Source: an optimization exercise on an open RTL-to-GDS flow (aim: small area and a short achievable clock period). Production flows keep margins and buffers that such runs may drop. Only simulation tests tie the RTL to the original design; equivalence was not proved. Power and IR drop assume default switching activity.

<file path="design/flow/config.mk">
export PLATFORM = sky130hd
export DESIGN_NAME = psum_buffer_top
export DESIGN_NICKNAME = psum_buffer_top
export VERILOG_FILES = /design/flow/design.v
export SDC_FILE = /design/flow/constraint.sdc
export NUM_CORES = 4
export LEC_CHECK = 0
export ABC_CLOCK_PERIOD_IN_PS = 1500
export CAP_MARGIN = 20
export CORE_MARGIN = 2
export CORE_UTILIZATION = 60
export CTS_CLUSTER_DIAMETER = 100
export CTS_CLUSTER_SIZE = 25
export SETUP_SLACK_MARGIN = 2.0
export SLEW_MARGIN = 20
</file>
<file path="design/flow/constraint.sdc">
create_clock -name core_clock -period 4.5 [get_ports {CLK}]
set_input_delay 0.9000 -clock core_clock [delete_from_list [all_inputs] [get_ports {CLK}]]
set_output_delay 0.9000 -clock core_clock [all_outputs]
set_load 0.01 [all_outputs]
</file>
<file path="design/flow/design.v">
package psum_buf_pkg;
  typedef logic [32-1:0] psum_word_t;
  typedef struct packed {
    logic        rsvd_31;
    logic        start;
    logic        soft_reset;
    logic [12:0] rsvd_28_16;
    logic [3:0]  tile_size;
    logic [7:0]  rsvd_11_4;
    logic [3:0]  filter_r;
  } acc_params_t;
  typedef enum logic [1:0] {
    IDLE_BUFFER,
    ISSUE_RD,
    WAIT_RD,
    BUFFER_DONE
  } rd_state_e;
  typedef enum logic [0:0] {
    FEED_IDLE,
    FEEDING
  } feed_state_e;
endpackage
`timescale 1ns/1ns
module burst_reader (
  input  logic        CLK,
  input  logic        rst_n,
  input  logic        buffer_req,
  input  logic        clear_req,
  input  psum_buf_pkg::psum_word_t  base_addr,
  input  psum_buf_pkg::psum_word_t  m_axi_rdata,
  input  logic        m_axi_rvalid_rready,
  input  logic        txn_done,
  input  logic        axi_error,
  output psum_buf_pkg::psum_word_t  m_ar_addr,
  output logic        init_axi_rd_txn,
  output logic        psums_buffered,
  output logic        buffer_error,
  output logic        fill_wr_en,
  output psum_buf_pkg::psum_word_t  fill_wr_data,
  output logic        fill_clear,
  input  logic        fill_full
);
  localparam int BURST_STEP = 16 * 4;
  localparam int CNT_W = $clog2(3 + 1);
  localparam logic [CNT_W-1:0] LAST_CNT = 3;
  logic             st_idle;
  logic             st_issue;
  logic             st_wait;
  logic             st_done;
  logic             buffer_req_q;
  logic             clear_req_q;
  logic             buffer_pulse;
  logic [CNT_W-1:0] burst_cnt;
  logic             last_burst;
  always_ff @(posedge CLK) begin
    if (!rst_n) begin
      buffer_req_q <= 1'b0;
      clear_req_q  <= 1'b0;
    end else begin
      buffer_req_q <= buffer_req;
      clear_req_q  <= clear_req;
    end
  end
  assign buffer_pulse = buffer_req & ~buffer_req_q;
  assign fill_clear   = clear_req & ~clear_req_q;
  assign fill_wr_en   = st_wait & m_axi_rvalid_rready;
  assign fill_wr_data = m_axi_rdata;
  assign last_burst = (burst_cnt == LAST_CNT);
  always_ff @(posedge CLK) begin
    if (st_idle && buffer_pulse) begin
      burst_cnt <= '0;
    end else if (st_issue) begin
      burst_cnt <= burst_cnt + 1'b1;
    end
  end
  always_ff @(posedge CLK) begin
    if (!rst_n) begin
      st_idle         <= 1'b1;
      st_issue        <= 1'b0;
      st_wait         <= 1'b0;
      st_done         <= 1'b0;
      init_axi_rd_txn <= 1'b0;
      m_ar_addr       <= 32'h4000_0000;
      psums_buffered  <= 1'b0;
      buffer_error    <= 1'b0;
    end else begin
      st_idle         <= (st_idle & ~buffer_pulse) | st_done;
      st_issue        <= (st_idle & buffer_pulse) | (st_wait & txn_done & ~last_burst);
      st_wait         <= st_issue | (st_wait & ~txn_done);
      st_done         <= st_wait & txn_done & last_burst;
      init_axi_rd_txn <= st_issue;
      if (st_idle && buffer_pulse) begin
        psums_buffered <= 1'b0;
        buffer_error   <= 1'b0;
      end
      if (st_issue) begin
        m_ar_addr <= base_addr + psum_buf_pkg::psum_word_t'(burst_cnt * BURST_STEP);
      end
      if (st_wait) begin
        if ((m_axi_rvalid_rready && fill_full) || (txn_done && axi_error)) begin
          buffer_error <= 1'b1;
        end
        if (txn_done && last_burst) begin
          psums_buffered <= 1'b1;
        end
      end
      if (st_done) begin
        m_ar_addr <= 32'h4000_0000;
      end
    end
  end
endmodule
`timescale 1ns/1ns
module psum_fifo (
  input  logic       CLK,
  input  logic       rst_n,
  input  logic       pop,
  output psum_buf_pkg::psum_word_t pop_data,
  output logic       empty,
  input  logic       fill_wr_en,
  input  psum_buf_pkg::psum_word_t fill_wr_data,
  input  logic       fill_clear,
  output logic       fill_full
);
  localparam int AW = $clog2(64);
  localparam int DEPTH = 64;
  localparam logic [AW:0] DEPTH_CNT = 64;
  logic [DEPTH-1:0][32-1:0] mem;
  logic [7:0]    wr_lo;
  logic [7:0]    wr_hi;
  logic [7:0]    rd_lo;
  logic [7:0]    rd_hi;
  logic [AW:0]   count;
  logic [AW:0]   count_next;
  logic          full_q;
  logic          empty_q;
  logic          do_wr;
  logic          do_rd;
  assign fill_full = full_q;
  assign empty     = empty_q;
  assign do_wr     = fill_wr_en & ~full_q;
  assign do_rd     = pop & ~empty_q;
  logic [7:0] we_hi;
  assign we_hi = {8{fill_wr_en & ~full_q}} & wr_hi;
  always_ff @(posedge CLK) begin
    for (int i = 0; i < DEPTH; i++) begin
      if (we_hi[i / 8] && wr_lo[i % 8]) begin
        mem[i] <= fill_wr_data;
      end
    end
  end
  always_comb begin
    psum_buf_pkg::psum_word_t grp;
    pop_data = '0;
    for (int g = 0; g < 8; g++) begin
      grp = '0;
      for (int j = 0; j < 8; j++) begin
        grp = grp | ({32{rd_lo[j]}} & mem[8 * g + j]);
      end
      pop_data = pop_data | ({32{rd_hi[g]}} & grp);
    end
  end
  logic [AW:0] count_inc;
  logic [AW:0] count_dec;
  assign count_inc = count + 1'b1;
  assign count_dec = count - 1'b1;
  always_comb begin
    count_next = count;
    case ({do_wr, do_rd})
      2'b10: count_next = count_inc;
      2'b01: count_next = count_dec;
      default: ;
    endcase
  end
  always_ff @(posedge CLK) begin
    if (!rst_n || fill_clear) begin
      wr_lo   <= 8'd1;
      wr_hi   <= 8'd1;
      rd_lo   <= 8'd1;
      rd_hi   <= 8'd1;
      count   <= '0;
      full_q  <= 1'b0;
      empty_q <= 1'b1;
    end else begin
      if (do_wr) begin
        wr_lo <= {wr_lo[6:0], wr_lo[7]};
        if (wr_lo[7]) begin
          wr_hi <= {wr_hi[6:0], wr_hi[7]};
        end
      end
      if (do_rd) begin
        rd_lo <= {rd_lo[6:0], rd_lo[7]};
        if (rd_lo[7]) begin
          rd_hi <= {rd_hi[6:0], rd_hi[7]};
        end
      end
      count   <= count_next;
      case ({do_wr, do_rd})
        2'b10: begin
          full_q  <= (count == DEPTH_CNT - 1'b1);
          empty_q <= 1'b0;
        end
        2'b01: begin
          full_q  <= 1'b0;
          empty_q <= (count == 7'd1);
        end
        default: ;
      endcase
    end
  end
endmodule
`timescale 1ns/1ns
module psum_feeder (
  input  logic       CLK,
  input  logic       rst_n,
  input  logic       start,
  input  logic [3:0] tile_size,
  input  logic [3:0] param_r,
  input  logic       act_valid,
  input  psum_buf_pkg::psum_word_t pop_data,
  input  logic       empty,
  output logic       pop,
  output psum_buf_pkg::psum_word_t in_psum_out,
  output logic       in_psum_valid,
  output logic       feed_done
);
  psum_buf_pkg::feed_state_e state;
  logic        start_q;
  logic        start_pulse;
  logic        zero_tile;
  logic [3:0]  r_left;
  logic [3:0]  t_left;
  logic [3:0]  r_load;
  logic        last_r;
  logic        last_word;
  assign start_pulse = start & ~start_q;
  assign zero_tile   = (tile_size == 4'd0) | (param_r == 4'd0);
  assign last_r      = (r_left == 4'd1);
  assign last_word   = last_r & (t_left == 4'd1);
  assign pop = (state == psum_buf_pkg::FEEDING) & act_valid & ~empty;
  always_ff @(posedge CLK) begin
    in_psum_out <= pop_data;
  end
  always_ff @(posedge CLK) begin
    if (state == psum_buf_pkg::FEED_IDLE) begin
      if (start_pulse) begin
        r_left <= param_r;
        t_left <= tile_size;
        r_load <= param_r;
      end
    end else if (pop) begin
      if (last_r) begin
        r_left <= r_load;
        t_left <= t_left - 4'd1;
      end else begin
        r_left <= r_left - 4'd1;
      end
    end
  end
  always_ff @(posedge CLK) begin
    if (!rst_n) begin
      state         <= psum_buf_pkg::FEED_IDLE;
      start_q       <= 1'b0;
      in_psum_valid <= 1'b0;
      feed_done     <= 1'b0;
    end else begin
      start_q       <= start;
      in_psum_valid <= pop;
      case (state)
        psum_buf_pkg::FEED_IDLE: begin
          if (start_pulse) begin
            if (zero_tile) begin
              feed_done <= 1'b1;
            end else begin
              feed_done <= 1'b0;
              state     <= psum_buf_pkg::FEEDING;
            end
          end
        end
        psum_buf_pkg::FEEDING: begin
          if (pop && last_word) begin
            feed_done <= 1'b1;
            state     <= psum_buf_pkg::FEED_IDLE;
          end
        end
        default: state <= psum_buf_pkg::FEED_IDLE;
      endcase
    end
  end
endmodule
`timescale 1ns/1ns
module psum_buffer_top (
  input  logic        CLK,
  input  logic        RESETN,
  input  psum_buf_pkg::acc_params_t acc_params,
  input  psum_buf_pkg::psum_word_t  output_base_addr,
  input  psum_buf_pkg::psum_word_t  mem_ctrl,
  input  logic        act_valid,
  input  psum_buf_pkg::psum_word_t  m_axi_rdata,
  input  logic        m_axi_rvalid_rready,
  input  logic        txn_done,
  input  logic        axi_error,
  output psum_buf_pkg::psum_word_t  pe_status,
  output psum_buf_pkg::psum_word_t  in_psum_out,
  output logic        in_psum_valid,
  output psum_buf_pkg::psum_word_t  m_ar_addr,
  output logic        init_axi_rd_txn
);
  localparam int MEM_BUFFER_PSUMS = 6;
  localparam int MEM_CLEAR_PSUMS  = 7;
  localparam int ST_PSUMS_BUFFERED = 0;
  localparam int ST_FEED_DONE      = 1;
  localparam int ST_PSUM_ERROR     = 16;
  logic       rst_n;
  logic       buffer_req;
  logic       clear_req;
  logic       psums_buffered;
  logic       buffer_error;
  logic       feed_done;
  logic       fifo_pop;
  logic       fifo_empty;
  psum_buf_pkg::psum_word_t fifo_pop_data;
  logic       fill_wr_en;
  psum_buf_pkg::psum_word_t fill_wr_data;
  logic       fill_clear;
  logic       fill_full;
  assign rst_n      = RESETN & ~acc_params.soft_reset;
  assign buffer_req = mem_ctrl[MEM_BUFFER_PSUMS];
  assign clear_req  = mem_ctrl[MEM_CLEAR_PSUMS];
  always_comb begin
    pe_status                    = '0;
    pe_status[ST_PSUMS_BUFFERED] = psums_buffered;
    pe_status[ST_FEED_DONE]      = feed_done;
    pe_status[ST_PSUM_ERROR]     = buffer_error;
  end
  burst_reader u_burst_reader (
    .CLK                 (CLK),
    .rst_n               (rst_n),
    .buffer_req          (buffer_req),
    .clear_req           (clear_req),
    .base_addr           (output_base_addr),
    .m_axi_rdata         (m_axi_rdata),
    .m_axi_rvalid_rready (m_axi_rvalid_rready),
    .txn_done            (txn_done),
    .axi_error           (axi_error),
    .m_ar_addr           (m_ar_addr),
    .init_axi_rd_txn     (init_axi_rd_txn),
    .psums_buffered      (psums_buffered),
    .buffer_error        (buffer_error),
    .fill_wr_en          (fill_wr_en),
    .fill_wr_data        (fill_wr_data),
    .fill_clear          (fill_clear),
    .fill_full           (fill_full)
  );
  psum_fifo u_psum_fifo (
    .CLK      (CLK),
    .rst_n    (rst_n),
    .pop      (fifo_pop),
    .pop_data (fifo_pop_data),
    .empty    (fifo_empty),
    .fill_wr_en   (fill_wr_en),
    .fill_wr_data (fill_wr_data),
    .fill_clear   (fill_clear),
    .fill_full    (fill_full)
  );
  psum_feeder u_psum_feeder (
    .CLK           (CLK),
    .rst_n         (rst_n),
    .start         (acc_params.start),
    .tile_size     (acc_params.tile_size),
    .param_r       (acc_params.filter_r),
    .act_valid     (act_valid),
    .pop_data      (fifo_pop_data),
    .empty         (fifo_empty),
    .pop           (fifo_pop),
    .in_psum_out   (in_psum_out),
    .in_psum_valid (in_psum_valid),
    .feed_done     (feed_done)
  );
endmodule
</file>
<file path="design/flow/flow/run.sh">
#!/bin/bash
set -euo pipefail
bash standard.sh "BUFFER_PORTS_ARGS=-buffer_cell sky130_fd_sc_hd__buf_4" finish > flow_make.log 2>&1
</file>
<file path="design/flow/standard.sh">
#!/bin/bash
# synth_recipe.tcl (not shown) runs the flow's synth.tcl, then flattens the netlist and writes it again
# the make line also repeats each setting of config.mk as NAME=value (left out here)
make -C /OpenROAD-flow-scripts/flow DESIGN_CONFIG=/design/flow/config.mk WORK_HOME=/design/flow/orfs CLKGATE_MAP_FILE= SYNTH_SCRIPT=/design/flow/synth_recipe.tcl "${@:-finish}"
</file>
==> results of run 1 <==
routing by layer:
metal  track usage  wire length, um  vias to the layer above
met5             0              108                        -
met4        0.0721             4100                       16
met3        0.0868            25000                      255
met2         0.484           101000                     2332
met1         0.463            88000                    22800
li1              -                -                    18500
critical path, stage by stage (launching register included):
cell and delay, ns:
dfxtp_1 0.37, and3b_2 0.25, and2_1 0.32, nand2_1 0.20, clkinvlp_4 0.67, buf_4 0.47
per-stage QoR:
step | area, um^2 | total power [mW] | setup slack, ns | hold WS [ns]
floorplan | 79000 | 22.8 | 1.77 | 0.426
global placement | 82200 | 23.1 | 1.19 | 0.464
detailed placement | 82200 | 23.1 | 1.22 | 0.457
CTS | 85200 | 32.9 | 1.88 | 0.327
global route | 85800 | 33.6 | 1.87 | 0.345
finish | 85800 | 32.8 | 1.94 | 0.359
placed cells by master, fill, tap and decap left out, types with 4 or more instances in the layout:
cell type   count
buf_6           5
clkinvlp_4     12
a22oi_2        16
nand2b_1        4
and3_2         22
o31ai_1         6
a31oi_1        10
mux2i_1         9
nor3_1         10
dfxtp_1       102
nor4_1          5
clkbuf_1       59
xnor2_1        13
a21oi_1        49
dfxtp_4         8
or4_1           8
nor2_1         33
dfxtp_2        10
or3_1           7
clkbuf_16     101
a211oi_1        7
a22oi_1      1137
nand3_1        14
inv_1          14
conb_1         29
o21ai_0        29
edfxtp_1     2060
nand4_1       292
buf_4         284
ha_1            9
mux2_2          4
xor2_1          7
buf_16          6
nand2_1        79
nand3b_1        7
and3_4         35
buf_12         28
worst min-delay path by stage:
stage,endpoint,depth (start not counted)
2_1_floorplan,u_psum_fifo.empty_q$_SDFFE_PP1P_,2
3_3_place_gp,u_burst_reader.st_idle$_SDFF_PN1_,2
3_5_place_dp,u_psum_fifo.empty_q$_SDFFE_PP1P_,2
4_1_cts,u_psum_feeder.r_load[3]$_DFFE_PP_,1
5_1_grt,u_psum_feeder.r_load[2]$_DFFE_PP_,1
6_report,u_psum_feeder.r_load[0]$_DFFE_PP_,1
kinds of logic (layout without fill, tap and decap cells):
kind of cell    count (synthesis)  count (layout)  share of synthesized area
compound gates               1269            1269                      0.119
flops                        2180            2180                      0.817
xor+xnor                       20              20                    0.00223
other cells                     1              30                  0.0000477
simple gates                  543             543                     0.0400
buf+inv                       351             516                     0.0184
mux                            13              13                    0.00172
fa+ha+maj                      12              12                    0.00200
sequential cells by signal, indices dropped and copies added (netlist names), 2 cells and up:
register / count
u_psum_fifo.mem: 2048
u_burst_reader.m_ar_addr: 32
u_psum_feeder.in_psum_out: 32
u_psum_fifo.rd_hi: 8
u_psum_fifo.rd_lo: 8
u_psum_fifo.wr_hi: 8
u_psum_fifo.wr_lo: 8
u_psum_fifo.count: 7
u_psum_feeder.r_left: 4
u_psum_feeder.r_load: 4
u_psum_feeder.t_left: 4
u_burst_reader.burst_cnt: 2
final cells by class:
| class | count | area share |
|---|---|---|
| Inverter | 24 | 0.00146 |
| Antenna cell | 1 | 0.0000292 |
| Clock inverter | 3 | 0.000525 |
| Sequential cell | 2180 | 0.749 |
| Timing Repair inverter | 4 | 0.000350 |
| Clock buffer | 159 | 0.0317 |
| Timing Repair Buffer | 326 | 0.0346 |
| Multi-Input combinational cell | 1886 | 0.156 |
| Tap cell | 1742 | 0.0254 |
power breakdown:
part           switching [mW]  internal, mW
clock network            5.97          4.19
logic                   0.399        0.0965
registers              0.0231          22.2
repair_timing:
item                                    in CTS  in global routing
gates cloned                                 3                  2
resized for setup                           19                 42
setup buffers                                7                 30
endpoints found under the setup margin     637               1132
pin swaps                                    3                  9
==> summary.txt, run 1 <==
Outcome
  – Status: no timing/DRC/antenna violations

Drt
  – Drt initial violations: 6120
  – Via/cell ratio: 6.95
  – Routed length per instance: 34.6 um
  – DRC: 0
  – DRT Wirelength: 219000 um
  – DRT antenna net count: 0
  – Drt first pass iters: 6
  – Total number of vias: 44.0k

CTS
  – Clk buf depth: 3
  – CTS tree: built
  – Clock Pin Slew Worst Setup and Hold Paths: 0.10 ns
  – Hold-fix buffers at CTS: 0
  – CTS root buf: clkbuf_16
  – Worst skew pair latency: 0.74 ns
  – H-tree depth: 3
  – Total CTS buffers: 97
  – Sink Count: 2180

Timing
  – Worst Skew: 0.0305 ns
  – Tcrit/Tclk final: 0.570
  – Post-layout min period: 2.56 ns
  – Final setup viols: 0
  – Final Max Slew Viols: 0
  – Final hold violations: 0
  – Worst slew pin tran: 1.12 ns
  – Setup_tns: 0 ns
  – RSZ-0062 raised after global routing: true
  – F_max: 390 MHz
  – Relative slew margins: 0.255

Finish
  – Layout cells sized above 1: 0.122
  – Reg area: 64300 um^2
  – Final nets: 4665
  – Fillers: 8930
  – Non-filler cells in the finished layout: 6325
  – Util after Layout: 0.661
  – Area of the multi-input gates: 13400 um^2
  – Area Overhead vs Synth: 9.08%

Run
  – Max-capacitance violation count: 0

Floorplanning
  – Initial Util: 0.606
  – Core area: 130000 um^2
  – # rows: 132
  – Width of the die: 366 um
  – DIE HEIGHT: 366 um
  – Io pins: 232
  – DIE AREA: 134000 um^2

Placed design
  – Final HPWL DP: 122000 um
  – Port bufs: 150
  – Placed Cells: 6119
  – Gp weighted congestion: 0.844

Logic synthesis
  – Synth area leaders: edfxtp_1 79%, a22oi_1 11%, dfxtp_1 3.1%, nand4_1 2.3%, clkbuf_1 1.3%
  – Unique cell type count in the Yosys netlist: 58
  – Ys async rst share: 0
  – Flops & latches, synth: 2180
  – Post-Syn Area per Cell: 17.9 um^2
  – Count leader, synth: edfxtp_1
  – Leading area contributor after synthesis: edfxtp_1
  – Post-synth top cells: 2060 x edfxtp_1, 1153 x a22oi_1, 292 x nand4_1, 272 x clkbuf_1, 120 x dfxtp_1
  – Syn Std Cell Area: 78700 um^2
  – Top_reg_cell synth: edfxtp_1
  – Ys Warns: 4
  – EDFF count, synth: 2060
  – Sequential fraction of the synthesis area: 0.817
  – Syn Inst Count: 4389
  – Post-synth top area share: 0.786

Worst hold path
  – Min-delay src: acc_params[0]
  – Type of the most critical hold path: input port to register

Worst setup path
  – Reg2reg end: u_psum_fifo.mem[1505]$_DFFE_PP_
  – Critical Path Sink: u_psum_fifo.mem[1505]$_DFFE_PP_
  – Worst-path fanout max: 21
  – Worst setup path category: register to register
  – Critical Path Sink Type: register
  – Worst Path Required: 4.99 ns
  – Crit path launch: u_psum_fifo.full_q$_SDFFE_PP0P_
  – R2r setup slk: 1.94 ns
  – Reg-to-Reg Start: u_psum_fifo.full_q$_SDFFE_PP0P_
  – Worst r2r path cells: 5
  – Crit path launch type: register
  – Crit path DAT: 3.06 ns

Global route
  – Antenna violations before repair: 14
  – GRT overflow: 0
  – Overall routing resource usage: 0.317
  – Vias in the first global route: 41.7k
  – First-pass GRT wire length: 304000 um
  – Largest net degree at the start of global routing: 90

Power and ir drop
  – Peak supply drop: 479 uV
  – Leakage power: 25.6 nW
  – Power Density: 383 nW/um^2
==> run 2, diff against run 1 <==
--- a/design/flow/config.mk
+++ b/design/flow/config.mk
@@ -7,8 +7,8 @@
 export LEC_CHECK = 0
-export ABC_CLOCK_PERIOD_IN_PS = 1500
 export CAP_MARGIN = 20
 export CORE_MARGIN = 2
-export CORE_UTILIZATION = 60
+export CORE_UTILIZATION = 70
 export CTS_CLUSTER_DIAMETER = 100
 export CTS_CLUSTER_SIZE = 25
+export PLACE_DENSITY = 0.78
 export SETUP_SLACK_MARGIN = 2.0
==> summary.txt, run 2 <==
Outcome
  – Status: no timing/DRC/antenna violations

Worst setup path
  – Reg-to-Reg Start: u_psum_fifo.rd_lo[3]$_SDFFE_PP0P_
  – Worst r2r path cells: 5
  – Crit path DAT: 3.14 ns
  – Worst setup path category: register to register
  – Slowest CP cell: dfxtp_4
  – CP max stage delay: 0.51 ns
  – R2r setup slk: 1.80 ns
  – Worst Path Required: 4.94 ns
  – Worst-path fanout max: 91
  – Critical-path cell list: buf_12 -> a22oi_1 -> nand4_1 -> a22oi_2 -> nand4_1
  – Crit path launch type: register
  – Reg2reg end: u_psum_feeder.in_psum_out[28]$_DFF_P_
  – Critical Path Sink Type: register
  – CP dominant cell by count: nand4_1

Logic synthesis
  – Syn Std Cell Area: 78700 um^2
  – Unique cell type count in the Yosys netlist: 58
  – Ys async rst share: 0
  – Count leader, synth: edfxtp_1
  – Synth area leaders: edfxtp_1 79%, a22oi_1 11%, dfxtp_1 3.1%, nand4_1 2.3%, clkbuf_1 1.3%
  – EDFF count, synth: 2060
  – Post-synth top area share: 0.786
  – Sequential fraction of the synthesis area: 0.817
  – Post-Syn Area per Cell: 17.9 um^2
  – Post-synth top cells: 2060 x edfxtp_1, 1153 x a22oi_1, 292 x nand4_1, 272 x clkbuf_1, 120 x dfxtp_1
  – Top_reg_cell synth: edfxtp_1
  – Syn Inst Count: 4389
  – Flops & latches, synth: 2180
  – Leading area contributor after synthesis: edfxtp_1
  – Ys Warns: 4

Global route
  – Antenna violations before repair: 15
  – GRT overflow: 0
  – First-pass GRT wire length: 308000 um
  – Vias in the first global route: 43.5k
  – Largest net degree at the start of global routing: 92
  – Overall routing resource usage: 0.374

Finish
  – Design Area, Final: 85600 um^2
  – Area Overhead vs Synth: 8.85%
  – Commonest cells after routing, fill and taps aside: 2060 x edfxtp_1, 1124 x a22oi_1, 292 x nand4_1
  – Biggest regs: u_psum_fifo.mem x2048, u_burst_reader.m_ar_addr x32, u_psum_feeder.in_psum_out x32
  – Layout cells sized above 1: 0.122
  – Max reg flops: 2048
  – Largest Register: u_psum_fifo.mem
  – Final nets: 4651
  – Commonest non-fill, non-tap cell in the layout: edfxtp_1
  – Fillers: 5989

Timing
  – Setup_tns: 0 ns
  – Final hold violations: 0
  – Final setup viols: 0
  – Relative slew margins: 0.282
  – Post-layout min period: 2.70 ns
  – Final Max Slew Viols: 0
  – Worst slew pin tran: 1.08 ns
  – RSZ-0062 raised after global routing: true
  – Worst Skew: 0.0314 ns
  – Tcrit/Tclk final: 0.600
  – F_max: 370 MHz

Drt
  – Routed length per instance: 36.2 um
  – DRT Wirelength: 220000 um
  – Drt first pass iters: 9
  – Via/cell ratio: 7.60
  – DRT antenna net count: 0
  – Total number of vias: 46.2k
  – DRC: 0
  – Drt initial violations: 9078

CTS
  – Clock Pin Slew Worst Setup and Hold Paths: 0.10 ns
  – CTS root buf: clkbuf_16
  – Sink Count: 2180
  – Hold-fix buffers at CTS: 0
  – CTS tree: built
  – Clk buf depth: 3
  – Total CTS buffers: 97
  – H-tree depth: 3
  – Worst skew pair latency: 0.74 ns

Floorplanning
  – Width of the die: 339 um
  – DIE AREA: 115000 um^2
  – # rows: 122
  – DIE HEIGHT: 339 um
  – Io pins: 232
  – Initial Util: 0.708
  – Core area: 111000 um^2

Worst hold path
  – Type of the most critical hold path: input port to register
  – Worst hold path stage count: 1
  – Min-delay src: acc_params[0]
  – Hold endpoint: u_psum_feeder.r_load[0]$_DFFE_PP_

Power and ir drop
  – Leakage power: 25.5 nW
  – Peak supply drop: 344 uV
  – Power Density: 384 nW/um^2

Placed design
  – Area post-placement: 81900 um^2
  – Port bufs: 150
  – Final HPWL DP: 121000 um
  – Gp weighted congestion: 0.926

Run
  – Max-capacitance violation count: 0
==> run 2: cell counts after synthesis <==
Identical to the previous run, type by type.
==> run 2: worst max path at each step <==
stage	from	end	slack, ns	cells after the start
final	u_psum_fifo.rd_lo[3]$_SDFFE_PP0P_	u_psum_feeder.in_psum_out[28]$_DFF_P_	1.80	5
after floorplan	act_valid	u_psum_fifo.count[5]$_SDFFE_PP0P_	1.77	9
after global placement	m_axi_rvalid_rready	u_psum_fifo.mem[235]$_DFFE_PP_	1.21	5
after detailed placement	m_axi_rvalid_rready	u_psum_fifo.mem[243]$_DFFE_PP_	1.19	5
after global routing	u_burst_reader.st_wait$_SDFF_PN0_	u_psum_fifo.mem[1377]$_DFFE_PP_	1.94	4
after CTS	u_psum_fifo.full_q$_SDFFE_PP0P_	u_psum_fifo.mem[1875]$_DFFE_PP_	1.88	3
==> run 2: cell type report <==
type | instances | area, um^2 | share of cell area
Timing Repair Buffer | 310 | 2930 | 0.0342
Antenna cell | 4 | 10.0 | 0.000117
Inverter | 24 | 125 | 0.00146
Tap cell | 1488 | 1860 | 0.0217
Multi-Input combinational cell | 1886 | 13500 | 0.157
Clock inverter | 4 | 42.5 | 0.000497
Timing Repair inverter | 6 | 45.0 | 0.000526
Sequential cell | 2180 | 64300 | 0.751
Clock buffer | 179 | 2820 | 0.0329
==> run 2: logic make-up after synthesis <==
kind of cell    share of synthesized area
compound gates                      0.119
xor+xnor                          0.00223
fa+ha+maj                         0.00200
buf+inv                            0.0184
flops                               0.817
mux                               0.00172
other cells                     0.0000477
simple gates                       0.0400
==> run 2: report_power, final <==
part	leakage, nW	total [mW]	internal [mW]	switching, mW
combinational	4.69	0.497	0.0942	0.403
clock	1.36	10.2	4.29	5.90
sequential	19.5	22.2	22.2	0.0220
total	25.5	32.9	26.5	6.32
==> run 2: per-stage QoR <==
stage | hold slack, ns | power (mW) | utilization | std cells | worst slack (ns)
6_report | 0.352 | 32.9 | 0.770 | 6081 | 1.80
5_1_grt | 0.337 | 33.5 | 0.770 | 6077 | 1.94
4_1_cts | 0.327 | 32.8 | 0.768 | 6058 | 1.88
3_5_place_dp | 0.450 | 23.1 | 0.737 | 5854 | 1.19
3_3_place_gp | 0.457 | 23.1 | 0.737 | 5854 | 1.21
2_1_floorplan | 0.426 | 22.8 | - | 4417 | 1.77
==> run 2: worst max-delay path: cells and delay by family, from the launching register on <==
family                 cells  cell delay [ns]
AND/OR/NAND/NOR            2             0.75
flip-flops                 1             0.51
AO/OA/AOI/OAI              2             0.64
buffers and inverters      1             0.25
==> run 2: timing repair <==
action	in CTS	in global routing
gates resized for setup	66	18
cloned	8	1
endpoints found under the setup margin	1257	406
buffers inserted	13	18
pin swaps	12	11
==> run 2: layer usage <==
| metal | routed length [um] | track usage |
|---|---|---|
| met1 | 73700 | 0.529 |
| met2 | 102000 | 0.574 |
| met3 | 35400 | 0.103 |
| met4 | 8340 | 0.132 |
| met5 | 48 | 0 |
==> run 3, diff against run 2 <==
--- a/design/flow/config.mk
+++ b/design/flow/config.mk
@@ -9,7 +9,6 @@
 export CORE_MARGIN = 2
-export CORE_UTILIZATION = 70
+export CORE_UTILIZATION = 60
 export CTS_CLUSTER_DIAMETER = 100
 export CTS_CLUSTER_SIZE = 25
-export PLACE_DENSITY = 0.78
-export SETUP_SLACK_MARGIN = 2.0
+export SETUP_SLACK_MARGIN = 2.4
 export SLEW_MARGIN = 20
==> summary.txt, run 3 <==
Placed design
  – Area post-placement: 82200 um^2
  – Final HPWL DP: 118000 um
  – Gp weighted congestion: 0.792
  – Port bufs: 150

Worst setup path
  – Worst-path fanout max: 12
  – Worst r2r path cells: 7
  – Critical Path Sink Type: register
  – Crit path launch type: register
  – Worst Path Required: 4.95 ns
  – Worst setup path category: register to register
  – Crit path DAT: 2.76 ns

Logic synthesis
  – Leading area contributor after synthesis: edfxtp_1
  – Post-synth top area share: 0.786
  – Ys async rst share: 0
  – Unique cell type count in the Yosys netlist: 58
  – Post-Syn Area per Cell: 17.9 um^2
  – Top_reg_cell synth: edfxtp_1
  – Post-synth top cells: 2060 x edfxtp_1, 1153 x a22oi_1, 292 x nand4_1, 272 x clkbuf_1, 120 x dfxtp_1
  – Ys Warns: 4
  – Sequential fraction of the synthesis area: 0.817
  – Syn Std Cell Area: 78700 um^2
  – Syn Inst Count: 4389
  – Synth area leaders: edfxtp_1 79%, a22oi_1 11%, dfxtp_1 3.1%, nand4_1 2.3%, clkbuf_1 1.3%
  – Flops & latches, synth: 2180
  – EDFF count, synth: 2060
  – Count leader, synth: edfxtp_1

Worst hold path
  – Type of the most critical hold path: input port to register
  – Worst hold path stage count: 1

Global route
  – Largest net degree at the start of global routing: 106
  – GRT overflow: 0
  – Antenna violations before repair: 24
  – First-pass GRT wire length: 360000 um
  – Overall routing resource usage: 0.393
  – Vias in the first global route: 43.8k

Finish
  – Layout cells sized above 1: 0.189
  – Commonest cells after routing, fill and taps aside: 2060 x edfxtp_1, 1059 x a22oi_1, 292 x nand4_1
  – Fillers: 8488
  – Reg area: 64400 um^2
  – Area Overhead vs Synth: 14.2%
  – Area of the multi-input gates: 14500 um^2
  – Commonest non-fill, non-tap cell in the layout: edfxtp_1
  – Design Area, Final: 89800 um^2
  – Biggest regs: u_psum_fifo.mem x2048, u_burst_reader.m_ar_addr x32, u_psum_feeder.in_psum_out x32
  – Final nets: 4831
  – Largest Register: u_psum_fifo.mem
  – Max reg flops: 2048

CTS
  – Sink Count: 2180
  – Total CTS buffers: 97
  – Clk buf depth: 3
  – H-tree depth: 3
  – Hold-fix buffers at CTS: 0
  – Worst skew pair latency: 0.77 ns
  – CTS root buf: clkbuf_16
  – Clock Pin Slew Worst Setup and Hold Paths: 0.11 ns
  – CTS tree: built

Floorplanning
  – Width of the die: 366 um
  – # rows: 132
  – DIE HEIGHT: 366 um
  – Io pins: 232
  – Initial Util: 0.606
  – Core area: 130000 um^2
  – DIE AREA: 134000 um^2

Power and ir drop
  – Power Density: 368 nW/um^2
  – Final Total Pwr: 33.1 mW
  – Peak supply drop: 377 uV
  – Leakage power: 27.1 nW

Timing
  – Worst slew pin tran: 1.04 ns
  – Hold WS: 0.336 ns
  – Final setup viols: 0
  – Relative slew margins: 0.304
  – Worst Skew: 0.0505 ns
  – RSZ-0062 raised after global routing: true
  – Setup_tns: 0 ns
  – Final hold violations: 0
  – Tcrit/Tclk final: 0.514
  – Post-layout min period: 2.31 ns
  – F_max: 432 MHz
  – Final Max Slew Viols: 0

Drt
  – Drt first pass iters: 6
  – Drt initial violations: 9035
  – DRT Wirelength: 272000 um
  – DRC: 0
  – Via/cell ratio: 7.35
  – Total number of vias: 47.9k
  – DRT antenna net count: 0
  – Routed length per instance: 41.8 um

Run
  – Max-capacitance violation count: 0

Outcome
  – Status: no timing/DRC/antenna violations
run 3: cell types whose count changed in the layout (fill, tap and decap cells not counted), moves of 10 or more:
cell and delta:
dfxtp_4 +12, and3_4 +68, dfxtp_2 +69, dfxtp_1 -81, buf_4 -48, buf_12 +71
buf_6 +89, a22oi_1 -65, clkbuf_16 +12, buf_16 +10, a22oi_2 +65, and3_2 -19
run 3: through the flow:
| step | setup WS [ns] | cells | utilization |
|---|---|---|---|
| detailed placement | 1.24 | 6076 | 0.634 |
| CTS | 2.21 | 6400 | 0.677 |
| floorplan | 1.91 | 4417 | - |
| finish | 2.19 | 6516 | 0.692 |
| global route | 2.17 | 6511 | 0.692 |
| global placement | 1.26 | 6076 | 0.634 |
run 3: worst paths after layout:
check                                      startpoint                                        to  slack (ns)
min                                     acc_params[2]         u_psum_feeder.r_load[2]$_DFFE_PP_        0.34
max                 u_psum_fifo.rd_lo[0]$_SDFFE_PP1P_     u_psum_feeder.in_psum_out[28]$_DFF_P_        2.19
min reg2reg  u_burst_reader.m_ar_addr[9]$_SDFFE_PP0P_  u_burst_reader.m_ar_addr[9]$_SDFFE_PP0P_        0.50
max reg2reg         u_psum_fifo.rd_lo[0]$_SDFFE_PP1P_     u_psum_feeder.in_psum_out[28]$_DFF_P_        2.19
run 3: critical path, stage by stage, from the launching register on:
cell,delay [ns]
dfxtp_4,0.45
buf_12,0.18
buf_12,0.12
buf_16,0.17
a22oi_2,0.17
nand4_1,0.26
a22oi_2,0.26
nand4_1,0.40
run 3: kinds of logic after synthesis:
family / share of synthesized area
AO/OA/AOI/OAI: 0.119
XOR/XNOR: 0.00223
adder cells (fa/ha/maj): 0.00200
buffers and inverters: 0.0184
flip-flops: 0.817
multiplexers: 0.00172
other: 0.0000477
AND/OR/NAND/NOR: 0.0400
run 3: timing repair:
action / 4_1_cts / 5_1_grt
gates resized for setup: 294 / 100
endpoints found under the setup margin: 2168 / 1225
cloned: 59 / 13
setup buffers: 87 / 93
pin swaps: 38 / 55
run 3: area by class of cell:
class,instances,share of cell area
antenna,10,0.000279
clock buffer,176,0.0313
clock inverter,2,0.000446
inverter,24,0.00148
multi-input combinational,1935,0.162
sequential,2180,0.717
tap,1742,0.0243
timing repair buffer,447,0.0632
run 3: power by group:
group	switching, mW	internal [mW]	leakage, nW
sequential	0.0231	22.1	19.5
combinational	0.367	0.106	6.17
clock	6.14	4.28	1.35
run 3: per-layer routing:
metal  wire [um]  GRT usage  share of wire
met4       15800      0.182          0.058
met3       38800      0.112           0.14
met5         150          0        0.00055
met2      121000      0.587           0.44
met1       96700      0.543           0.36
==> run 4, diff against run 3 <==
--- a/design/flow/config.mk
+++ b/design/flow/config.mk
@@ -12,2 +12,3 @@
 export CTS_CLUSTER_SIZE = 25
+export PLACE_DENSITY = 0.7
 export SETUP_SLACK_MARGIN = 2.4
==> summary.txt, run 4 <==
Power and ir drop
  – Reg power frac: 0.675
  – Internal Power: 26.5 mW
  – Leakage power: 26.7 nW
  – Clock network fraction of design power: 0.311
  – Power Density: 369 nW/um^2
  – Combinational power share: 0.014
  – Sw power: 6.40 mW
  – Switching Fraction: 0.195
  – Peak supply drop: 411 uV

Worst hold path
  – Type of the most critical hold path: input port to register
  – Worst hold path stage count: 1
  – Hold endpoint: u_psum_feeder.r_load[1]$_DFFE_PP_
  – Min-delay src: acc_params[1]

Drt
  – DRT Wirelength: 252000 um
  – Routed length per instance: 39.0 um
  – Via/cell ratio: 7.39
  – Drt initial violations: 9140
  – DRT antenna net count: 0
  – Drt first pass iters: 6
  – Total number of vias: 47.8k
  – DRC: 0

Finish
  – Area Overhead vs Synth: 13.2%
  – Area of the multi-input gates: 14400 um^2
  – Util after Layout: 0.686
  – Layout cells sized above 1: 0.178
  – Commonest cells after routing, fill and taps aside: 2060 x edfxtp_1, 1078 x a22oi_1, 292 x nand4_1
  – Reg area: 64400 um^2
  – Biggest regs: u_psum_fifo.mem x2048, u_burst_reader.m_ar_addr x32, u_psum_feeder.in_psum_out x32
  – Max reg flops: 2048
  – Commonest non-fill, non-tap cell in the layout: edfxtp_1
  – Final nets: 4794
  – Largest Register: u_psum_fifo.mem
  – Fillers: 8258

Global route
  – First-pass GRT wire length: 335000 um
  – Largest net degree at the start of global routing: 71
  – Overall routing resource usage: 0.357
  – Antenna violations before repair: 17
  – Vias in the first global route: 44.1k
  – GRT overflow: 0

Worst setup path
  – Critical Path Sink Type: register
  – Worst-path fanout max: 17
  – Crit path DAT: 2.83 ns
  – Worst setup path category: register to register
  – Reg-to-Reg Start: u_psum_fifo.wr_lo[6]$_SDFFE_PP0P_
  – Critical-path cell list: and3_2
  – Crit path launch type: register
  – Worst Path Required: 4.87 ns
  – Slowest CP cell: dfxtp_1
  – Buf+Inv Stages, Crit Path: 0
  – Worst r2r path cells: 1
  – Top delay family on crit path: flip-flops
  – R2r setup slk: 2.04 ns
  – Reg2reg end: u_psum_fifo.mem[1481]$_DFFE_PP_
  – CP max stage delay: 1.05 ns

Timing
  – F_max: 407 MHz
  – Worst Skew: 0.0336 ns
  – Final setup viols: 0
  – Setup_tns: 0 ns
  – Tcrit/Tclk final: 0.547
  – Final hold violations: 0
  – Worst slew pin tran: 1.13 ns
  – Post-layout min period: 2.46 ns
  – Relative slew margins: 0.244
  – RSZ-0062 raised after global routing: true
  – Final Max Slew Viols: 0

Floorplanning
  – Initial Util: 0.606
  – Core area: 130000 um^2
  – DIE HEIGHT: 366 um
  – Io pins: 232
  – DIE AREA: 134000 um^2
  – # rows: 132
  – Width of the die: 366 um

CTS
  – CTS tree: built
  – H-tree depth: 3
  – Clock Pin Slew Worst Setup and Hold Paths: 0.10 ns
  – Total CTS buffers: 97
  – Sink Count: 2180
  – Clk buf depth: 3
  – Hold-fix buffers at CTS: 0
  – CTS root buf: clkbuf_16
  – Worst skew pair latency: 0.75 ns

Logic synthesis
  – Post-synth top area share: 0.786
  – Top_reg_cell synth: edfxtp_1
  – Fraction of the mapped netlist area in simple logic gates: 0.0400
  – Count leader, synth: edfxtp_1
  – Synth area leaders: edfxtp_1 79%, a22oi_1 11%, dfxtp_1 3.1%, nand4_1 2.3%, clkbuf_1 1.3%
  – Mux cell area share after synthesis: 0.00172
  – XOR/XNOR Fraction of Synth Area: 0.00223
  – Unique cell type count in the Yosys netlist: 58
  – Sequential fraction of the synthesis area: 0.817
  – Leading area contributor after synthesis: edfxtp_1
  – EDFF count, synth: 2060
  – Synth Area in Compound Gates: 0.119
  – Post-Syn Area per Cell: 17.9 um^2
  – Syn Inst Count: 4389
  – Post-synth top cells: 2060 x edfxtp_1, 1153 x a22oi_1, 292 x nand4_1, 272 x clkbuf_1, 120 x dfxtp_1
  – Flops & latches, synth: 2180
  – Ys async rst share: 0
  – Combinational family with the most area after synthesis: compound AO/OA/AOI/OAI gates
  – Ys Warns: 4
  – Post-Synth Adder-Cell Area: 0.00200
  – Syn Std Cell Area: 78700 um^2

Placed design
  – Gp weighted congestion: 0.804
  – Final HPWL DP: 114000 um
  – Port bufs: 150

Run
  – Max-capacitance violation count: 0

Outcome
  – Status: no timing/DRC/antenna violations
## run 4: cell count changes in the layout (fill, tap and decap cells not counted), sizes merged
cell	delta
and3	-2
buf	-29
bufbuf	-1
clkbuf	-17
clkinv	+1
clkinvlp	+2
diode	-4
inv	+1
## run 4: per-layer routing
metal,vias to the layer above,wire length (um),GRT usage
met5,-,220,0
met4,16,13700,0.151
met1,24200,86800,0.491
li1,18900,-,-
met2,3996,113000,0.538
met3,699,38300,0.108
## run 4: area by class of cell
type / instances / area share
multi-input cells: 1933 / 0.162
well taps: 1742 / 0.0245
clock buffers: 165 / 0.0308
flip-flops and latches: 2180 / 0.723
clock inverters: 5 / 0.000576
repair inverters: 1 / 0.0000843
repair buffers: 411 / 0.0570
inverters: 24 / 0.00145
diodes: 6 / 0.000169
## run 4: how the worst max path moves through the flow
stage                                            from  slack, ns  cells past startpoint                                 to
global route          u_psum_fifo.full_q$_SDFFE_PP0P_       2.15                      4    u_psum_fifo.mem[1502]$_DFFE_PP_
finish              u_psum_fifo.wr_lo[6]$_SDFFE_PP0P_       2.04                      1    u_psum_fifo.mem[1481]$_DFFE_PP_
CTS                 u_psum_fifo.wr_lo[5]$_SDFFE_PP0P_       2.22                      2    u_psum_fifo.mem[1703]$_DFFE_PP_
detailed placement                m_axi_rvalid_rready       1.17                      6     u_psum_fifo.mem[483]$_DFFE_PP_
global placement                  m_axi_rvalid_rready       1.20                      6     u_psum_fifo.mem[484]$_DFFE_PP_
floorplan                                   act_valid       1.91                      9  u_psum_fifo.count[5]$_SDFFE_PP0P_
## run 4: kinds of logic after synthesis
family | after synthesis
buf+inv | 351
other cells | 1
mux | 13
compound gates | 1269
fa+ha+maj | 12
simple gates | 543
xor+xnor | 20
flops | 2180
## run 4: what timing repair did
item,4_1_cts,5_1_grt
endpoints found under the setup margin,2108,1051
cloned,49,13
gates resized for setup,211,138
pin swaps,18,50
setup buffers,59,92
## run 4: metrics by stage
step | instance area [um^2] | hold WS [ns] | cells | power [mW] | setup WS [ns]
floorplan | 79300 | 0.426 | 4417 | 22.8 | 1.91
global placement | 82300 | 0.460 | 6078 | 23.1 | 1.20
detailed placement | 82300 | 0.474 | 6078 | 23.1 | 1.17
CTS | 86900 | 0.341 | 6356 | 32.8 | 2.22
finish | 89000 | 0.358 | 6467 | 32.9 | 2.04
global route | 89000 | 0.347 | 6462 | 33.5 | 2.15
## run 4: power by group through the flow
stage          sequential, mW  clock, mW  combinational (mW)
5_1_grt                  22.2       10.8               0.512
3_3_place_gp             22.6          0               0.423
3_5_place_dp             22.6          0               0.442
6_report                 22.2       10.2               0.475
4_1_cts                  22.2       10.2               0.455
2_1_floorplan            22.6          0               0.114
==> run 5, diff against run 4 <==
--- a/design/flow/config.mk
+++ b/design/flow/config.mk
@@ -12,4 +12,4 @@
 export CTS_CLUSTER_SIZE = 25
-export PLACE_DENSITY = 0.7
 export SETUP_SLACK_MARGIN = 2.4
 export SLEW_MARGIN = 20
+export TNS_END_PERCENT = 50
==> summary.txt, run 5 <==
Worst setup path
  – Worst Path Required: 4.88 ns
  – Crit path launch type: register
  – CP max stage delay: 0.98 ns
  – Buf+Inv Stages, Crit Path: 0
  – Worst-path fanout max: 32
  – Crit path DAT: 2.76 ns
  – Critical Path Sink Type: register
  – Critical-path cell list: and3_4
  – Top delay family on crit path: flip-flops
  – Slowest CP cell: dfxtp_1
  – Worst setup path category: register to register

Global route
  – First-pass GRT wire length: 347000 um
  – Overall routing resource usage: 0.373
  – Largest net degree at the start of global routing: 78
  – GRT overflow: 0
  – Antenna violations before repair: 17
  – Vias in the first global route: 43.6k

Finish
  – Util after Layout: 0.685
  – Reg area: 64400 um^2
  – Commonest non-fill, non-tap cell in the layout: edfxtp_1
  – Non-filler cells in the finished layout: 6468
  – Design Area, Final: 88900 um^2
  – Area Overhead vs Synth: 13.0%
  – Layout cells sized above 1: 0.154
  – Biggest regs: u_psum_fifo.mem x2048, u_burst_reader.m_ar_addr x32, u_psum_feeder.in_psum_out x32
  – Final nets: 4787
  – Commonest cells after routing, fill and taps aside: 2060 x edfxtp_1, 1127 x a22oi_1, 292 x nand4_1
  – Largest Register: u_psum_fifo.mem
  – Area of the multi-input gates: 13900 um^2
  – Max reg flops: 2048
  – Fillers: 8582

Drt
  – Drt initial violations: 7921
  – DRT antenna net count: 0
  – DRT Wirelength: 257000 um
  – Via/cell ratio: 7.27
  – DRC: 0
  – Routed length per instance: 39.7 um
  – Total number of vias: 47.0k
  – Drt first pass iters: 6

Logic synthesis
  – Post-synth top area share: 0.786
  – Count leader, synth: edfxtp_1
  – EDFF count, synth: 2060
  – Sequential fraction of the synthesis area: 0.817
  – Synth area leaders: edfxtp_1 79%, a22oi_1 11%, dfxtp_1 3.1%, nand4_1 2.3%, clkbuf_1 1.3%
  – Ys Warns: 4
  – Flops & latches, synth: 2180
  – Post-synth top cells: 2060 x edfxtp_1, 1153 x a22oi_1, 292 x nand4_1, 272 x clkbuf_1, 120 x dfxtp_1
  – Post-Syn Area per Cell: 17.9 um^2
  – Ys async rst share: 0
  – Top_reg_cell synth: edfxtp_1
  – Syn Inst Count: 4389
  – Leading area contributor after synthesis: edfxtp_1
  – Unique cell type count in the Yosys netlist: 58
  – Syn Std Cell Area: 78700 um^2

CTS
  – CTS root buf: clkbuf_16
  – Clock Pin Slew Worst Setup and Hold Paths: 0.11 ns
  – H-tree depth: 3
  – CTS tree: built
  – Clk buf depth: 3
  – Sink Count: 2180
  – Total CTS buffers: 97
  – Worst skew pair latency: 0.76 ns
  – Hold-fix buffers at CTS: 0

Floorplanning
  – Core area: 130000 um^2
  – DIE AREA: 134000 um^2
  – Io pins: 232
  – DIE HEIGHT: 366 um
  – Width of the die: 366 um
  – Initial Util: 0.606
  – # rows: 132

Placed design
  – Final HPWL DP: 120000 um
  – Placed Cells: 6088
  – Port bufs: 150
  – Gp weighted congestion: 0.793
  – Worst slack, placed: 1.25 ns
  – Area post-placement: 82400 um^2

Worst hold path
  – Type of the most critical hold path: input port to register

Timing
  – Final setup viols: 0
  – Tcrit/Tclk final: 0.527
  – Setup WS post-layout: 2.13 ns
  – RSZ-0062 raised after global routing: true
  – Final Max Slew Viols: 0
  – Hold WS: 0.333 ns
  – Setup_tns: 0 ns
  – Worst slew pin tran: 1.14 ns
  – Relative slew margins: 0.238
  – Worst Skew: 0.0283 ns
  – Post-layout min period: 2.37 ns
  – Final hold violations: 0
  – F_max: 422 MHz

Power and ir drop
  – Power Density: 371 nW/um^2
  – Leakage power: 26.7 nW
  – Peak supply drop: 456 uV
  – Final Total Pwr: 33.0 mW

Outcome
  – Status: no timing/DRC/antenna violations

Run
  – Max-capacitance violation count: 0
run 5: cell count changes in the layout (fill, tap and decap cells not counted), moves of 46 or more:
| cell | change |
|---|---|
| a22oi_1 | +49 |
| buf_6 | -59 |
| dfxtp_1 | +46 |
| dfxtp_2 | -49 |
| a22oi_2 | -49 |
| buf_12 | +48 |
run 5: cell type report:
type,instances,area share
Sequential cell,2180,0.724
Multi-Input combinational cell,1915,0.156
Timing Repair Buffer,423,0.0617
Clock buffer,173,0.0307
Tap cell,1742,0.0245
Inverter,24,0.00165
Clock inverter,7,0.00107
Antenna cell,4,0.000113
run 5: power breakdown:
part	switching, mW	internal, mW
Combinational	0.378	0.102
Sequential	0.0214	22.1
Clock	6.11	4.20
Total	6.51	26.4
run 5: cell families (layout without fill, tap and decap cells):
| group | count (synthesis) | after routing | synth area share |
|---|---|---|---|
| other cells | 1 | 33 | 0.0000477 |
| simple gates | 543 | 572 | 0.0400 |
| buf+inv | 351 | 627 | 0.0184 |
| mux | 13 | 13 | 0.00172 |
| flops | 2180 | 2180 | 0.817 |
| compound gates | 1269 | 1269 | 0.119 |
| fa+ha+maj | 12 | 12 | 0.00200 |
| xor+xnor | 20 | 20 | 0.00223 |
run 5: path summary, 6_finish.rpt:
check | start | end | slack [ns] | cells past startpoint
worst max register to register | u_psum_fifo.wr_lo[1]$_SDFFE_PP0P_ | u_psum_fifo.mem[545]$_DFFE_PP_ | 2.13 | 1
worst min register to register | u_burst_reader.st_idle$_SDFF_PN1_ | u_burst_reader.st_idle$_SDFF_PN1_ | 0.48 | 2
worst min-delay path | acc_params[0] | u_psum_feeder.r_load[0]$_DFFE_PP_ | 0.33 | 1
worst max-delay path | u_psum_fifo.wr_lo[1]$_SDFFE_PP0P_ | u_psum_fifo.mem[545]$_DFFE_PP_ | 2.13 | 1
run 5: timing repair:
action	in CTS	in global routing
resized for setup	129	80
pin swaps	31	15
buffers inserted	135	22
cloned	29	10
setup endpoints to repair	2021	739
run 5: routing by layer:
| layer | vias up | global-route usage | wire length [um] |
|---|---|---|---|
| met4 | 18 | 0.156 | 12600 |
| met1 | 24200 | 0.529 | 94300 |
| met3 | 542 | 0.0904 | 33900 |
| met2 | 3413 | 0.559 | 116000 |
| li1 | 18800 | - | - |
| met5 | - | 0 | 120 |
==> run 6, diff against run 5 <==
--- a/design/flow/config.mk
+++ b/design/flow/config.mk
@@ -12,4 +12,4 @@
 export CTS_CLUSTER_SIZE = 25
-export SETUP_SLACK_MARGIN = 2.4
+export SETUP_SLACK_MARGIN = 2.5
 export SLEW_MARGIN = 20
-export TNS_END_PERCENT = 50
+export TNS_END_PERCENT = 0
==> summary.txt, run 6 <==
Timing
  – Tcrit/Tclk final: 0.574
  – Final setup viols: 0
  – Final hold violations: 0
  – Worst slew pin tran: 1.18 ns
  – Setup_tns: 0 ns
  – Post-layout min period: 2.59 ns
  – RSZ-0062 raised after global routing: true
  – F_max: 387 MHz
  – Relative slew margins: 0.216
  – Final Max Slew Viols: 0
  – Worst Skew: 0.0234 ns

Global route
  – Antenna violations before repair: 15
  – Largest net degree at the start of global routing: 102
  – Vias in the first global route: 42.6k
  – First-pass GRT wire length: 339000 um
  – GRT overflow: 0
  – Overall routing resource usage: 0.363

Floorplanning
  – Width of the die: 366 um
  – Io pins: 232
  – DIE AREA: 134000 um^2
  – Core area: 130000 um^2
  – Initial Util: 0.606
  – DIE HEIGHT: 366 um
  – # rows: 132

Logic synthesis
  – Top_reg_cell synth: edfxtp_1
  – Post-synth top area share: 0.786
  – Post-Syn Area per Cell: 17.9 um^2
  – Sequential fraction of the synthesis area: 0.817
  – Ys async rst share: 0
  – Synth area leaders: edfxtp_1 79%, a22oi_1 11%, dfxtp_1 3.1%, nand4_1 2.3%, clkbuf_1 1.3%
  – Syn Std Cell Area: 78700 um^2
  – Flops & latches, synth: 2180
  – Leading area contributor after synthesis: edfxtp_1
  – EDFF count, synth: 2060
  – Syn Inst Count: 4389
  – Post-synth top cells: 2060 x edfxtp_1, 1153 x a22oi_1, 292 x nand4_1, 272 x clkbuf_1, 120 x dfxtp_1
  – Unique cell type count in the Yosys netlist: 58
  – Ys Warns: 4
  – Count leader, synth: edfxtp_1

Placed design
  – Port bufs: 150
  – Gp weighted congestion: 0.845
  – Final HPWL DP: 132000 um

Worst setup path
  – Worst-path fanout max: 5
  – Crit path DAT: 2.99 ns
  – Crit path launch type: register
  – Critical-path cell list: buf_4 -> buf_6 -> buf_6 -> buf_12 -> buf_4 -> a22oi_1 -> nand4_1 -> a22oi_2 -> nand4_1
  – Critical Path Sink Type: register
  – Worst Path Required: 4.91 ns
  – Worst setup path category: register to register
  – Slowest CP cell: nand4_1
  – CP max stage delay: 0.52 ns

Drt
  – Routed length per instance: 38.1 um
  – Total number of vias: 45.8k
  – DRT Wirelength: 245000 um
  – DRC: 0
  – Drt first pass iters: 6
  – Via/cell ratio: 7.11
  – DRT antenna net count: 0
  – Drt initial violations: 7085

Power and ir drop
  – Combinational power share: 0.015
  – Reg power frac: 0.675
  – Peak supply drop: 369 uV
  – Leakage power: 26.6 nW
  – Power Density: 372 nW/um^2
  – Sw power: 6.44 mW
  – Clock network fraction of design power: 0.310
  – Switching Fraction: 0.196
  – Internal Power: 26.4 mW

Worst hold path
  – Type of the most critical hold path: input port to register

CTS
  – Clock Pin Slew Worst Setup and Hold Paths: 0.10 ns
  – Clk buf depth: 3
  – CTS root buf: clkbuf_16
  – CTS tree: built
  – Sink Count: 2180
  – Worst skew pair latency: 0.75 ns
  – Total CTS buffers: 97
  – H-tree depth: 3

Finish
  – Layout cells sized above 1: 0.155
  – Commonest non-fill, non-tap cell in the layout: edfxtp_1
  – Largest Register: u_psum_fifo.mem
  – Max reg flops: 2048
  – Commonest cells after routing, fill and taps aside: 2060 x edfxtp_1, 1073 x a22oi_1, 292 x nand4_1
  – Final nets: 4769
  – Fillers: 8676
  – Area Overhead vs Synth: 12.4%
  – Util after Layout: 0.681
  – Biggest regs: u_psum_fifo.mem x2048, u_burst_reader.m_ar_addr x32, u_psum_feeder.in_psum_out x32

Outcome
  – Status: no timing/DRC/antenna violations

Run
  – Max-capacitance violation count: 0
## run 6: cell counts after synthesis
Identical to the previous run, type by type.
## run 6: worst paths after layout
check	from	endpoint	slack (ns)	cells after the start
max reg2reg	u_psum_fifo.rd_lo[4]$_SDFFE_PP0P_	u_psum_feeder.in_psum_out[21]$_DFF_P_	1.91	9
max	u_psum_fifo.rd_lo[4]$_SDFFE_PP0P_	u_psum_feeder.in_psum_out[21]$_DFF_P_	1.91	9
min	acc_params[1]	u_psum_feeder.r_load[1]$_DFFE_PP_	0.35	1
min reg2reg	u_burst_reader.m_ar_addr[10]$_SDFFE_PP0P_	u_burst_reader.m_ar_addr[10]$_SDFFE_PP0P_	0.49	2
## run 6: power by group through the flow
stage	clock, mW	sequential [mW]	combinational, mW
CTS	10.2	22.2	0.496
detailed placement	0	22.6	0.495
global route	10.9	22.2	0.540
finish	10.2	22.2	0.503
floorplan	0	22.6	0.110
global placement	0	22.6	0.478
## run 6: final cells by class
class / count / area, um^2 / share of cell area
Timing Repair Buffer: 434 / 5250 / 0.0594
Clock inverter: 5 / 50.0 / 0.000566
Sequential cell: 2180 / 64300 / 0.728
Multi-Input combinational cell: 1886 / 13800 / 0.156
Tap cell: 1742 / 2180 / 0.0247
Antenna cell: 3 / 7.51 / 0.0000849
Inverter: 24 / 101 / 0.00115
Clock buffer: 162 / 2710 / 0.0307
## run 6: logic make-up after synthesis
kind of cell / share of synthesized area
AOI/OAI and AO/OA: 0.119
xor gates and xnor gates: 0.00223
adders and majority gates: 0.00200
buffers and inverters: 0.0184
DFF: 0.817
muxes: 0.00172
other: 0.0000477
and+or+nand+nor: 0.0400
## run 6: timing repair
| action | 4_1_cts | 5_1_grt |
|---|---|---|
| gates cloned | 21 | 0 |
| buffers inserted | 93 | 8 |
| hold buffers | 0 | 0 |
| endpoints found under the setup margin | 2174 | 1943 |
| resized for setup | 216 | 11 |
| pin swaps | 73 | 10 |
## run 6: critical path, delay by kind of cell (launching register included)
kind	cells	cell delay, ns
flip-flops	1	0.38
buffers and inverters	5	0.70
AO/OA/AOI/OAI	2	0.40
AND/OR/NAND/NOR	2	0.76
## run 6: routing by layer
layer	global-route usage	vias up	part of all wire
met5	0	-	0.00042
met4	0.168	16	0.055
met3	0.0757	461	0.11
met2	0.551	2948	0.46
met1	0.511	23600	0.37
li1	-	18700	-
## run 6: through the flow
step	setup WS [ns]	hold WS, ns	cell area [um^2]	std cells	total power [mW]
after floorplan	1.91	0.426	78900	4417	22.7
after global placement	1.12	0.446	82800	6143	23.1
after detailed placement	1.10	0.452	82900	6144	23.1
after CTS	2.18	0.311	88200	6425	32.9
after global routing	1.98	0.325	88400	6433	33.6
final	1.91	0.353	88400	6436	32.9
==> run 7, diff against run 6 <==
--- a/design/flow/config.mk
+++ b/design/flow/config.mk
@@ -14,2 +14 @@
 export SLEW_MARGIN = 20
-export TNS_END_PERCENT = 0
==> summary.txt, run 7 <==
Timing
  – Relative slew margins: 0.196
  – Setup WS post-layout: 2.09 ns
  – Worst Skew: 0.0473 ns
  – Final setup viols: 0
  – Tcrit/Tclk final: 0.536
  – RSZ-0062 raised after global routing: true
  – Worst slew pin tran: 1.21 ns
  – Post-layout min period: 2.41 ns
  – Final Max Slew Viols: 0
  – Setup_tns: 0 ns
  – F_max: 415 MHz
  – Final hold violations: 0
  – Hold WS: 0.339 ns

Global route
  – Overall routing resource usage: 0.421
  – Antenna violations before repair: 31
  – Largest net degree at the start of global routing: 98
  – First-pass GRT wire length: 385000 um
  – GRT overflow: 0
  – Vias in the first global route: 46.1k

Drt
  – DRT Wirelength: 296000 um
  – DRC: 0
  – Drt initial violations: 9799
  – Via/cell ratio: 7.57
  – DRT antenna net count: 0
  – Routed length per instance: 43.8 um
  – Drt first pass iters: 8
  – Total number of vias: 51.2k

Floorplanning
  – DIE HEIGHT: 366 um
  – Io pins: 232
  – Initial Util: 0.606
  – DIE AREA: 134000 um^2
  – Width of the die: 366 um
  – Core area: 130000 um^2
  – # rows: 132

Finish
  – Layout cells sized above 1: 0.262
  – Max reg flops: 2048
  – Final nets: 5070
  – Biggest regs: u_psum_fifo.mem x2048, u_burst_reader.m_ar_addr x32, u_psum_feeder.in_psum_out x32
  – Largest Register: u_psum_fifo.mem
  – Commonest cells after routing, fill and taps aside: 2060 x edfxtp_1, 885 x a22oi_1, 292 x nand4_1
  – Fillers: 7699
  – Area Overhead vs Synth: 21.3%
  – Util after Layout: 0.735
  – Commonest non-fill, non-tap cell in the layout: edfxtp_1

Logic synthesis
  – Post-synth top cells: 2060 x edfxtp_1, 1153 x a22oi_1, 292 x nand4_1, 272 x clkbuf_1, 120 x dfxtp_1
  – Sequential fraction of the synthesis area: 0.817
  – Ys Warns: 4
  – Synth area leaders: edfxtp_1 79%, a22oi_1 11%, dfxtp_1 3.1%, nand4_1 2.3%, clkbuf_1 1.3%
  – Ys async rst share: 0
  – Top_reg_cell synth: edfxtp_1
  – Count leader, synth: edfxtp_1
  – Leading area contributor after synthesis: edfxtp_1
  – Post-Syn Area per Cell: 17.9 um^2
  – EDFF count, synth: 2060
  – Flops & latches, synth: 2180
  – Unique cell type count in the Yosys netlist: 58
  – Syn Inst Count: 4389
  – Syn Std Cell Area: 78700 um^2
  – Post-synth top area share: 0.786

Worst hold path
  – Type of the most critical hold path: input port to register
  – Worst hold path stage count: 1
  – Hold endpoint: u_psum_feeder.r_load[0]$_DFFE_PP_
  – Min-delay src: acc_params[0]

Placed design
  – Final HPWL DP: 115000 um
  – Worst slack, placed: 1.22 ns
  – Gp weighted congestion: 0.775
  – Port bufs: 150

Worst setup path
  – Reg2reg end: u_psum_feeder.in_psum_out[14]$_DFF_P_
  – Critical Path Sink Type: register
  – Worst setup path category: register to register
  – Crit path DAT: 3.00 ns
  – Crit path launch type: register
  – Crit path launch: u_psum_fifo.rd_hi[6]$_SDFFE_PP0P_
  – Worst r2r path cells: 3
  – Worst Path Required: 5.09 ns
  – Worst-path fanout max: 18
  – R2r setup slk: 2.09 ns
  – Reg-to-Reg Start: u_psum_fifo.rd_hi[6]$_SDFFE_PP0P_

Power and ir drop
  – Peak supply drop: 399 uV
  – Internal Power: 26.5 mW
  – Switching Fraction: 0.200
  – Sw power: 6.62 mW
  – Power Density: 347 nW/um^2
  – Combinational power share: 0.015
  – Clock network fraction of design power: 0.316
  – Reg power frac: 0.669
  – Leakage power: 29.2 nW

CTS
  – CTS root buf: clkbuf_16
  – Clk buf depth: 3
  – CTS tree: built
  – H-tree depth: 3
  – Clock Pin Slew Worst Setup and Hold Paths: 0.11 ns
  – Worst skew pair latency: 0.79 ns
  – Sink Count: 2180
  – Hold-fix buffers at CTS: 0
  – Total CTS buffers: 97

Run
  – Max-capacitance violation count: 0

Outcome
  – Status: no timing/DRC/antenna violations
run 7: cell count changes in the layout (fill, tap and decap cells not counted), sizes merged:
cell	before	now
buf	417	644
clkinvlp	1	8
bufbuf	17	9
and3	60	117
inv	27	20
clkinv	1	3
diode	3	8
clkbuf	162	201
run 7: cells by family after synthesis:
| family | count (synthesis) | share of synthesized area |
|---|---|---|
| other cells | 1 | 0.0000477 |
| flops | 2180 | 0.817 |
| mux | 13 | 0.00172 |
| xor+xnor | 20 | 0.00223 |
| simple gates | 543 | 0.0400 |
| buf+inv | 351 | 0.0184 |
| fa+ha+maj | 12 | 0.00200 |
| compound gates | 1269 | 0.119 |
run 7: cell type report:
cell class | count | area [um^2] | area share
antenna | 8 | 20.0 | 0.000210
clock buffer | 177 | 2770 | 0.0290
clock inverter | 6 | 90.1 | 0.000944
inverter | 24 | 129 | 0.00135
multi-input combinational | 1943 | 15500 | 0.163
sequential | 2180 | 64400 | 0.675
tap | 1742 | 2180 | 0.0228
timing repair buffer | 677 | 10200 | 0.107
timing repair inverter | 1 | 7.51 | 0.0000787
run 7: critical path, stage by stage (launching register included):
cell and delay, ns:
dfxtp_2 0.88, buf_4 0.55, a22oi_1 0.21, nand4_1 0.53
run 7: power by group through the flow:
stage | registers, mW | clock network [mW] | logic (mW)
2_1_floorplan | 22.6 | 0 | 0.114
3_3_place_gp | 22.6 | 0 | 0.444
3_5_place_dp | 22.6 | 0 | 0.458
4_1_cts | 22.2 | 10.3 | 0.476
5_1_grt | 22.2 | 11.1 | 0.540
6_report | 22.2 | 10.5 | 0.502
run 7: through the flow:
step | power (mW) | instances | area (um^2)
final | 33.1 | 6758 | 95400
after global placement | 23.1 | 6063 | 82100
after detailed placement | 23.1 | 6063 | 82100
after global routing | 33.8 | 6754 | 95400
after floorplan | 22.8 | 4417 | 79300
after CTS | 33.0 | 6666 | 93000
run 7: how the worst max path moves through the flow:
stage,end,slack [ns],cells after the start
floorplan,u_psum_fifo.count[5]$_SDFFE_PP0P_,1.91,9
global route,u_psum_feeder.in_psum_out[14]$_DFF_P_,2.16,5
global placement,u_psum_fifo.mem[1790]$_DFFE_PP_,1.23,6
finish,u_psum_feeder.in_psum_out[14]$_DFF_P_,2.09,3
detailed placement,u_psum_fifo.mem[1790]$_DFFE_PP_,1.22,6
CTS,in_psum_out[0],2.23,1
run 7: repair_timing:
item                                     CTS  global route
endpoints found under the setup margin  2184          1809
resized for setup                        423           281
pin swaps                                117           213
hold endpoints to repair                   0             0
gates cloned                             103            29
buffers inserted                         317            55
run 7: layer usage:
| layer | up-vias | part of all wire | wire [um] | track usage |
|---|---|---|---|---|
| li1 | 19500 | - | - | - |
| met1 | 26100 | 0.34 | 99500 | 0.557 |
| met2 | 4558 | 0.44 | 131000 | 0.621 |
| met3 | 974 | 0.15 | 44800 | 0.145 |
| met4 | 31 | 0.069 | 20300 | 0.223 |
| met5 | - | 0.0019 | 548 | 0.00427 |

static timing again, ports no longer ideal:
How much do the figures lean on ideal ports? The routed layouts below were timed once more, with nothing changed but the port constraints. Step 1 (the two cells are an assumption about what drives the block):
set clk [get_ports {CLK}]
set_driving_cell -lib_cell sky130_fd_sc_hd__clkbuf_16 $clk
set_driving_cell -lib_cell sky130_fd_sc_hd__buf_2 [delete_from_list [all_inputs] $clk]
Step 2 adds t to the input delays and takes it off the output delays; t is the mean of the earliest and latest rising clock arrival at the registers after step 1. Input paths then give back, and output paths get back, about the clock's delay inside the block. a / b / c = ideal ports / drivers / drivers and shift; a / b = the first two.
run | t (ns) | setup WS [ns] | clock arrival spread, ns | worst data-port slew with drivers (ns)
run 1 | 0.814 | 1.935 / 1.935 / 1.290 | 0.035 / 0.036 | 0.12
run 2 | 0.811 | 1.800 / 1.800 / 1.366 | 0.044 / 0.043 | 0.12
run 3 | 0.831 | 2.187 / 2.187 / 1.718 | 0.052 / 0.052 | 0.36
run 4 | 0.821 | 2.040 / 2.040 / 1.440 | 0.043 / 0.043 | 0.33
run 5 | 0.831 | 2.129 / 2.129 / 1.643 | 0.033 / 0.033 | 0.33
run 6 | 0.823 | 1.915 / 1.915 / 1.610 | 0.031 / 0.031 | 0.18
run 7 | 0.857 | 2.089 / 2.089 / 1.646 | 0.055 / 0.054 | 0.30
After both steps setup and hold are still met in every run listed. The setup slack of run 1, which loses most, moves by 0.000 ns with the drivers and by -0.645 ns with both steps.
